Context: an optimization exercise on an open-source flow, tuned for small area. The choices shown serve that exercise and are no tape-out recipe. At most, simulation tests tie the RTL to the original design; equivalence was not proved. Power and IR drop assume default switching activity.

==> module pcs_rx_top, before the edit <==
module pcs_rx_top (
	input wire logic                    clk,
	input wire logic                    rst_i,
	input wire logic                    blk_v_i,
	input wire logic [2-1:0]  head_i,
	input wire logic [64-1:0]  data_i,
	input wire logic                    hold_i,  
	output logic                        ovf_o,   
	output logic                        blk_v_o,
	output logic                        ctrl_v_o,
	output logic                        idle_v_o,
	output logic [((0) ? 1 : 2)-1:0] start_v_o,
	output logic                        term_v_o,
	output logic                        err_v_o,
	output logic                        ord_v_o,
	output logic [64-1:0]      data_o,
	output logic [(64 / 8)-1:0]      keep_o
);
localparam int DW    = 64;
localparam int HW    = 2;
localparam int BW    = HW + DW;
localparam int DEPTH = 8;
localparam int HIST_W = 58;
localparam int TAP_N  = 39;
logic [HIST_W-1:0]    hist_q;
logic                 clr_q;
logic [HIST_W-1:0]    hist;
logic [HIST_W+DW-1:0] stream;
logic [DW-1:0]        descr;
assign hist   = hist_q & {HIST_W{~clr_q}};
assign stream = {data_i, hist};
always_comb begin
	for (int i = 0; i < DW; i++) begin
		descr[i] = stream[HIST_W + i] ^ stream[HIST_W - TAP_N + i] ^ stream[i];
	end
end
hold_reg #(.W(HIST_W)) hist_reg (
	.clk(clk), .ld(blk_v_i), .keep(~blk_v_i), .d(data_i[DW-1:DW-HIST_W]), .q(hist_q)
);
always_ff @(posedge clk) begin
	clr_q <= rst_i | (clr_q & ~blk_v_i);
end
logic [BW-1:0]    mem [DEPTH];  
logic [DEPTH-1:0] occ_q;        
logic             pend_q;       
logic             drop_q;       
logic             rd_v_q;
logic [BW-1:0]    rd_blk_q;
logic             rd_en;
logic             full_nx;      
logic             shift;
logic             wr;
logic [DEPTH-1:0] sel;          
logic [BW-1:0]    rd_mux;
assign rd_en   = (occ_q[1] | (occ_q[0] & ~pend_q)) & ~hold_i;
assign full_nx = occ_q[DEPTH-1] & ~rd_en;
assign shift   = blk_v_i & ~full_nx;
assign wr      = shift & ~rst_i;
logic [BW-1:0] mem_d [DEPTH];
assign mem_d[0] = {head_i, descr};
for (genvar j = 0; j < DEPTH; j++) begin : g_mem
	if (j > 0) begin : g_sh
		assign mem_d[j] = mem[j-1];
	end
	hold_reg #(.W(BW)) entry (
		.clk(clk), .ld(shift), .keep(~shift), .d(mem_d[j]), .q(mem[j])
	);
end
always_ff @(posedge clk) begin
	if (rst_i) begin
		occ_q  <= '0;
		pend_q <= 1'b0;
		drop_q <= 1'b0;
		ovf_o  <= 1'b0;
		rd_v_q <= 1'b0;
	end else begin
		case ({wr, rd_en})
			2'b10:   occ_q <= {occ_q[DEPTH-2:0], 1'b1};
			2'b01:   occ_q <= {1'b0, occ_q[DEPTH-1:1]};
			default: occ_q <= occ_q;
		endcase
		pend_q <= wr;
		drop_q <= blk_v_i & full_nx;
		ovf_o  <= drop_q;
		rd_v_q <= rd_en;
	end
end
always_comb begin
	for (int j = 0; j < DEPTH; j++) begin
		sel[j] = occ_q[j] & ~((j < DEPTH-1) ? occ_q[(j+1) % DEPTH] : 1'b0);
	end
	rd_mux = '0;
	for (int j = 0; j < DEPTH; j++) begin
		rd_mux = rd_mux | (mem[j] & {BW{sel[j]}});
	end
end
always_ff @(posedge clk) begin
	rd_blk_q <= rd_mux;
end
logic          blk_v_q;
logic [HW-1:0] head_q;
logic [DW-1:0] data_q;
logic [7:0]    bt;
logic          hd, hc;
logic          idle_t, ord_t, st0_t, st4_t, term_t, known;
always_ff @(posedge clk) begin
	if (rst_i) blk_v_q <= 1'b0;
	else       blk_v_q <= rd_v_q;
end
always_ff @(posedge clk) begin
	head_q <= rd_blk_q[BW-1 -: HW];
	data_q <= rd_blk_q[DW-1:0];
end
assign bt     = data_q[7:0];
assign hd     = head_q == 2'b01;
assign hc     = head_q == 2'b10;
assign idle_t = bt == 8'h1e;
assign ord_t  = bt == 8'h4b;
assign st0_t  = bt == 8'h78;
assign st4_t  = bt == 8'h33;
assign term_t = bt == 8'h87 | bt == 8'h99 | bt == 8'haa | bt == 8'hb4 |
                bt == 8'hcc | bt == 8'hd2 | bt == 8'he1 | bt == 8'hff;
assign known  = idle_t | ord_t | st0_t | st4_t | term_t;
assign ctrl_v_o     = blk_v_q & ~hd;
assign idle_v_o     = blk_v_q & hc & idle_t;
assign ord_v_o      = blk_v_q & hc & ord_t;
assign start_v_o[0] = blk_v_q & hc & st0_t;
assign start_v_o[1] = blk_v_q & hc & st4_t;
assign term_v_o     = blk_v_q & hc & term_t;
assign err_v_o      = blk_v_q & ~hd & ~(hc & known);
assign blk_v_o      = blk_v_q;
assign data_o       = data_q;
assign keep_o[0] = bt[6] | bt[5] | bt[4];
assign keep_o[1] = bt[6] | bt[5];
assign keep_o[2] = bt[6] | (bt[5] & bt[4]);
assign keep_o[3] = bt[6];
assign keep_o[4] = bt[6] & (bt[5] | bt[4]);
assign keep_o[5] = bt[6] & bt[5];
assign keep_o[6] = bt[6] & bt[5] & bt[4];
assign keep_o[7] = 1'b0;
endmodule
clock: 4.0 ns
lec_check: 0
cap_margin: 20
core_margin: 2
core_utilization: 60
slew_margin: 20
synth_hierarchical: 1
synth_minimum_keep_size: 0
standard.sh (not shown) runs the stock make flow with config.mk's settings and CLKGATE_MAP_FILE= SYNTH_SCRIPT=/design/flow/synth_recipe.tcl, a recipe that flattens the netlist after the stock synthesis.
==> flow/flow/run.sh <==
#!/bin/bash
# The standard layout, with two changes: ports are buffered with the
# smallest buffer, and the clock tree uses fewer, smaller buffers and no
# dummy loads. ORFS writes each step's log under orfs/logs; the make output
# goes to flow.log here.
set -euo pipefail
export BUFFER_PORTS_ARGS="-buffer_cell sky130_fd_sc_hd__buf_1"
export CTS_ARGS="-sink_clustering_enable -repair_clock_nets -dont_use_dummy_load -buf_list sky130_fd_sc_hd__clkbuf_4 -sink_clustering_size 10 -sink_clustering_max_diameter 40"
bash standard.sh > flow.log 2>&1
The baseline finished with timing, DRC and antenna clean.
==> next run, changes <==
--- a/flow/design.v
+++ b/flow/design.v
@@ -27,10 +27,7 @@
 localparam int TAP_N  = 39;
 logic [HIST_W-1:0]    hist_q;
-logic                 clr_q;
-logic [HIST_W-1:0]    hist;
 logic [HIST_W+DW-1:0] stream;
 logic [DW-1:0]        descr;
-assign hist   = hist_q & {HIST_W{~clr_q}};
-assign stream = {data_i, hist};
+assign stream = {data_i, hist_q};
 always_comb begin
 	for (int i = 0; i < DW; i++) begin
@@ -39,9 +36,7 @@
 end
 hold_reg #(.W(HIST_W)) hist_reg (
-	.clk(clk), .ld(blk_v_i), .keep(~blk_v_i), .d(data_i[DW-1:DW-HIST_W]), .q(hist_q)
+	.clk(clk), .ld(blk_v_i & ~rst_i), .keep(~blk_v_i & ~rst_i),
+	.d(data_i[DW-1:DW-HIST_W]), .q(hist_q)
 );
-always_ff @(posedge clk) begin
-	clr_q <= rst_i | (clr_q & ~blk_v_i);
-end
 logic [BW-1:0]    mem [DEPTH];  
 logic [DEPTH-1:0] occ_q;        
@@ -93,8 +88,14 @@
 		sel[j] = occ_q[j] & ~((j < DEPTH-1) ? occ_q[(j+1) % DEPTH] : 1'b0);
 	end
-	rd_mux = '0;
-	for (int j = 0; j < DEPTH; j++) begin
-		rd_mux = rd_mux | (mem[j] & {BW{sel[j]}});
-	end
+end
+for (genvar b = 0; b < BW; b++) begin : g_rd
+	logic [2:0] y;
+	aoi222 g0 (.a0(mem[0][b]), .s0(sel[0]), .a1(mem[1][b]), .s1(sel[1]),
+	           .a2(mem[2][b]), .s2(sel[2]), .y(y[0]));
+	aoi222 g1 (.a0(mem[3][b]), .s0(sel[3]), .a1(mem[4][b]), .s1(sel[4]),
+	           .a2(mem[5][b]), .s2(sel[5]), .y(y[1]));
+	assign y[2] = ~(y[0] & y[1]);
+	ao221  g2 (.a0(mem[6][b]), .s0(sel[6]), .a1(mem[7][b]), .s1(sel[7]), .c(y[2]),
+	           .y(rd_mux[b]));
 end
 always_ff @(posedge clk) begin
@@ -145,4 +146,16 @@
 `default_nettype wire
 `default_nettype none
+module aoi222 (
+	input  wire logic a0, s0, a1, s1, a2, s2,
+	output logic      y
+);
+assign y = ~((a0 & s0) | (a1 & s1) | (a2 & s2));
+endmodule
+module ao221 (
+	input  wire logic a0, s0, a1, s1, c,
+	output logic      y
+);
+assign y = (a0 & s0) | (a1 & s1) | c;
+endmodule
 module hold_reg #(
 	parameter int W = 1
Cell count is lower by 4.8%.
Power is lower by 0.69%.
Sequential share of layout area is higher by 1.1 points.
Utilization is higher by 0.53 points.
Synthesized area is lower by 3.0%.
Wire length is lower by 2.1%.
Via count is lower by 2.7%.
Cell area is lower by 2.1%.
Flip-flop and latch count is lower by 1.
Only the layout flow was run in the first run of this note; the RTL was not checked for function there.

========
The RTL this note starts from:
==> flow/design.v <==
`default_nettype none
`default_nettype wire
`default_nettype none
module hold_reg #(
	parameter int W = 1
) (
	input  wire logic         clk,
	input  wire logic         ld,
	input  wire logic         keep,
	input  wire logic [W-1:0] d,
	output logic      [W-1:0] q
);
always_ff @(posedge clk) begin
	q <= (d & {W{ld}}) | (q & {W{keep}});
end
endmodule
module aoi222 (
	input  wire logic a0, s0, a1, s1, a2, s2,
	output logic      y
);
assign y = ~((a0 & s0) | (a1 & s1) | (a2 & s2));
endmodule
module or_aoi22 (
	input  wire logic a0, s0, a1, s1, y0, y1,
	output logic      y
);
assign y = ~(y0 & y1 & ~((a0 & s0) | (a1 & s1)));
endmodule
`default_nettype wire
`default_nettype none
module pcs_rx_top (
	input wire logic                    clk,
	input wire logic                    rst_i,
	input wire logic                    blk_v_i,
	input wire logic [2-1:0]  head_i,
	input wire logic [64-1:0]  data_i,
	input wire logic                    hold_i,  
	output logic                        ovf_o,   
	output logic                        blk_v_o,
	output logic                        ctrl_v_o,
	output logic                        idle_v_o,
	output logic [((0) ? 1 : 2)-1:0] start_v_o,
	output logic                        term_v_o,
	output logic                        err_v_o,
	output logic                        ord_v_o,
	output logic [64-1:0]      data_o,
	output logic [(64 / 8)-1:0]      keep_o
);
localparam int DW    = 64;
localparam int HW    = 2;
localparam int BW    = HW + DW;
localparam int DEPTH = 8;
localparam int HIST_W = 58;
localparam int TAP_N  = 39;
logic [HIST_W-1:0]    hist_q;
logic [HIST_W+DW-1:0] stream;
logic [DW-1:0]        descr;
assign stream = {data_i, hist_q};
always_comb begin
	for (int i = 0; i < DW; i++) begin
		descr[i] = stream[HIST_W + i] ^ stream[HIST_W - TAP_N + i] ^ stream[i];
	end
end
hold_reg #(.W(HIST_W)) hist_reg (
	.clk(clk), .ld(blk_v_i & ~rst_i), .keep(~blk_v_i & ~rst_i),
	.d(data_i[DW-1:DW-HIST_W]), .q(hist_q)
);
logic [BW-1:0]    mem [DEPTH];  
logic [DEPTH-1:0] occ_q;        
logic             pend_q;       
logic             drop_q;       
logic             rd_v_q;
logic [BW-1:0]    rd_blk_q;
logic             rd_en;
logic             full_nx;      
logic             shift;
logic             wr;
logic [DEPTH-1:0] sel;          
logic [BW-1:0]    rd_mux;
assign rd_en   = (occ_q[1] | (occ_q[0] & ~pend_q)) & ~hold_i;
assign full_nx = occ_q[DEPTH-1] & ~rd_en;
assign shift   = blk_v_i & ~full_nx;
assign wr      = shift & ~rst_i;
logic [BW-1:0] mem_d [DEPTH];
assign mem_d[0] = {head_i, descr};
for (genvar j = 0; j < DEPTH; j++) begin : g_mem
	if (j > 0) begin : g_sh
		assign mem_d[j] = mem[j-1];
	end
	hold_reg #(.W(BW)) entry (
		.clk(clk), .ld(shift), .keep(~shift), .d(mem_d[j]), .q(mem[j])
	);
end
always_ff @(posedge clk) begin
	if (rst_i) begin
		occ_q  <= '0;
		pend_q <= 1'b0;
		drop_q <= 1'b0;
		ovf_o  <= 1'b0;
		rd_v_q <= 1'b0;
	end else begin
		for (int j = 0; j < DEPTH; j++) begin
			occ_q[j] <= (occ_q[j] & ~(rd_en & ~wr & sel[j]))
			          | (wr & ~rd_en & ((j == 0) ? 1'b1 : sel[(j + DEPTH - 1) % DEPTH]));
		end
		pend_q <= wr;
		drop_q <= blk_v_i & full_nx;
		ovf_o  <= drop_q;
		rd_v_q <= rd_en;
	end
end
always_comb begin
	for (int j = 0; j < DEPTH; j++) begin
		sel[j] = occ_q[j] & ~((j < DEPTH-1) ? occ_q[(j+1) % DEPTH] : 1'b0);
	end
end
for (genvar b = 0; b < BW; b++) begin : g_rd
	logic [1:0] y;
	aoi222 g0 (.a0(mem[0][b]), .s0(sel[0]), .a1(mem[1][b]), .s1(sel[1]),
	           .a2(mem[2][b]), .s2(sel[2]), .y(y[0]));
	aoi222 g1 (.a0(mem[3][b]), .s0(sel[3]), .a1(mem[4][b]), .s1(sel[4]),
	           .a2(mem[5][b]), .s2(sel[5]), .y(y[1]));
	or_aoi22 g2 (.a0(mem[6][b]), .s0(sel[6]), .a1(mem[7][b]), .s1(sel[7]),
	             .y0(y[0]), .y1(y[1]), .y(rd_mux[b]));
end
always_ff @(posedge clk) begin
	rd_blk_q <= rd_mux;
end
logic          blk_v_q;
logic [HW-1:0] head_q;
logic [DW-1:0] data_q;
logic [7:0]    bt;
logic          hd, hc;
logic          idle_t, ord_t, st0_t, st4_t, term_t, known;
always_ff @(posedge clk) begin
	if (rst_i) blk_v_q <= 1'b0;
	else       blk_v_q <= rd_v_q;
end
always_ff @(posedge clk) begin
	head_q <= rd_blk_q[BW-1 -: HW];
	data_q <= rd_blk_q[DW-1:0];
end
assign bt     = data_q[7:0];
assign hd     = head_q == 2'b01;
assign hc     = head_q == 2'b10;
assign idle_t = bt == 8'h1e;
assign ord_t  = bt == 8'h4b;
assign st0_t  = bt == 8'h78;
assign st4_t  = bt == 8'h33;
assign term_t = bt[7] & (bt[3] == (bt[6] ^ bt[5] ^ bt[4])) & (bt[2] == (bt[5] ~^ bt[4]))
              & (bt[1] == (bt[6] ~^ bt[4])) & (bt[0] == (bt[6] ~^ bt[5]));
assign known  = idle_t | ord_t | st0_t | st4_t | term_t;
assign ctrl_v_o     = blk_v_q & ~hd;
assign idle_v_o     = blk_v_q & hc & idle_t;
assign ord_v_o      = blk_v_q & hc & ord_t;
assign start_v_o[0] = blk_v_q & hc & st0_t;
assign start_v_o[1] = blk_v_q & hc & st4_t;
assign term_v_o     = blk_v_q & hc & term_t;
assign err_v_o      = blk_v_q & ~hd & ~(hc & known);
assign blk_v_o      = blk_v_q;
assign data_o       = data_q;
assign keep_o[0] = bt[6] | bt[5] | bt[4];
assign keep_o[1] = bt[6] | bt[5];
assign keep_o[2] = bt[6] | (bt[5] & bt[4]);
assign keep_o[3] = bt[6];
assign keep_o[4] = bt[6] & (bt[5] | bt[4]);
assign keep_o[5] = bt[6] & bt[5];
assign keep_o[6] = bt[6] & bt[5] & bt[4];
assign keep_o[7] = 1'b0;
endmodule
`default_nettype wire
clock: 4.0 ns
lec_check: 0
cap_margin: 20
core_margin: 2
core_utilization: 60
slew_margin: 20
synth_hierarchical: 1
synth_minimum_keep_size: 0
==> flow/flow/run.sh <==
#!/bin/bash
# The standard layout (the standard.sh, standard synthesis included), with
# two changes: ports are buffered with the smallest buffer, and the clock tree
# uses small buffers in clusters of ten sinks and no dummy loads. ORFS writes
# each step's full log under orfs/logs; the make output goes to flow.log here.
set -euo pipefail
export BUFFER_PORTS_ARGS="-buffer_cell sky130_fd_sc_hd__buf_1"
export CTS_ARGS="-sink_clustering_enable -repair_clock_nets -dont_use_dummy_load -buf_list sky130_fd_sc_hd__clkbuf_4 -sink_clustering_size 10 -sink_clustering_max_diameter 60"
bash standard.sh > flow.log 2>&1
Change:
--- a/flow/design.v
+++ b/flow/design.v
@@ -13,6 +13,15 @@
 always_ff @(posedge clk) begin
 	q <= (d & {W{ld}}) | (q & {W{keep}});
 end
+endmodule
+module ld_keep (
+	input  wire logic v,
+	input  wire logic stop,
+	output logic      ld,
+	output logic      keep
+);
+assign ld   = v & ~stop;
+assign keep = ~v | stop;
 endmodule
 module aoi222 (
 	input  wire logic a0, s0, a1, s1, a2, s2,
@@ -87,8 +96,10 @@
 	if (j > 0) begin : g_sh
 		assign mem_d[j] = mem[j-1];
 	end
+	logic ld, keep;
+	ld_keep ctl (.v(blk_v_i), .stop(full_nx), .ld(ld), .keep(keep));
 	hold_reg #(.W(BW)) entry (
-		.clk(clk), .ld(shift), .keep(~shift), .d(mem_d[j]), .q(mem[j])
+		.clk(clk), .ld(ld), .keep(keep), .d(mem_d[j]), .q(mem[j])
 	);
 end
 always_ff @(posedge clk) begin
@@ -99,10 +110,11 @@
 		ovf_o  <= 1'b0;
 		rd_v_q <= 1'b0;
 	end else begin
-		for (int j = 0; j < DEPTH; j++) begin
-			occ_q[j] <= (occ_q[j] & ~(rd_en & ~wr & sel[j]))
-			          | (wr & ~rd_en & ((j == 0) ? 1'b1 : sel[(j + DEPTH - 1) % DEPTH]));
-		end
+		case ({wr, rd_en})
+			2'b10:   occ_q <= {occ_q[DEPTH-2:0], 1'b1};
+			2'b01:   occ_q <= {1'b0, occ_q[DEPTH-1:1]};
+			default: occ_q <= occ_q;
+		endcase
 		pend_q <= wr;
 		drop_q <= blk_v_i & full_nx;
 		ovf_o  <= drop_q;
@@ -147,8 +159,8 @@
 assign ord_t  = bt == 8'h4b;
 assign st0_t  = bt == 8'h78;
 assign st4_t  = bt == 8'h33;
-assign term_t = bt[7] & (bt[3] == (bt[6] ^ bt[5] ^ bt[4])) & (bt[2] == (bt[5] ~^ bt[4]))
-              & (bt[1] == (bt[6] ~^ bt[4])) & (bt[0] == (bt[6] ~^ bt[5]));
+assign term_t = bt == 8'h87 | bt == 8'h99 | bt == 8'haa | bt == 8'hb4 |
+                bt == 8'hcc | bt == 8'hd2 | bt == 8'he1 | bt == 8'hff;
 assign known  = idle_t | ord_t | st0_t | st4_t | term_t;
 assign ctrl_v_o     = blk_v_q & ~hd;
 assign idle_v_o     = blk_v_q & hc & idle_t;
Effect: Power rises by 2.9%; design area rises by 1.3%; setup slack improves by 0.30 ns; utilization rises by 0.51 points; cell count rises by about 1.2%; non-clock buffer count rises by 4; fmax rises by 9.3%; via count rises by about 6%; clock skew rises by 0.024 ns; area after synthesis rises by 0.74%; die area rises by about 0.7%.
Only the layout flow was run in the second run of this note; the RTL was not checked for function there.

separate check: timing with driven ports:
The results above use ideal ports. As a check the final layouts listed here were re-extracted and re-timed, cells and wires unchanged. Step 1 assumes that a clkbuf_16 drives the clock port and a buf_2 every other input. Step 2 moves the port delays by t, midway between the first and last clock arrival at a register: inputs arrive t later, outputs are due t later. That takes back most of the time a late clock gives input paths. a / b / c = ideal ports / drivers / drivers and shift; a / b = the first two.
run	t (ns)	slack for setup (ns)	worst setup path after step 2	slew at the worst register clock pin (ns)
the first run of note 1	0.875	0.550 / 0.494 / 0.934	input to register	0.11 / 0.11
the second run of note 1	0.844	0.585 / 0.527 / 1.282	input to register	0.11 / 0.11
the first run of note 2	0.850	0.456 / 0.404 / 1.254	register to output	0.11 / 0.11
the second run of note 2	0.841	0.759 / 0.705 / 1.005	input to register	0.12 / 0.12
After both steps every run listed still meets setup and hold.
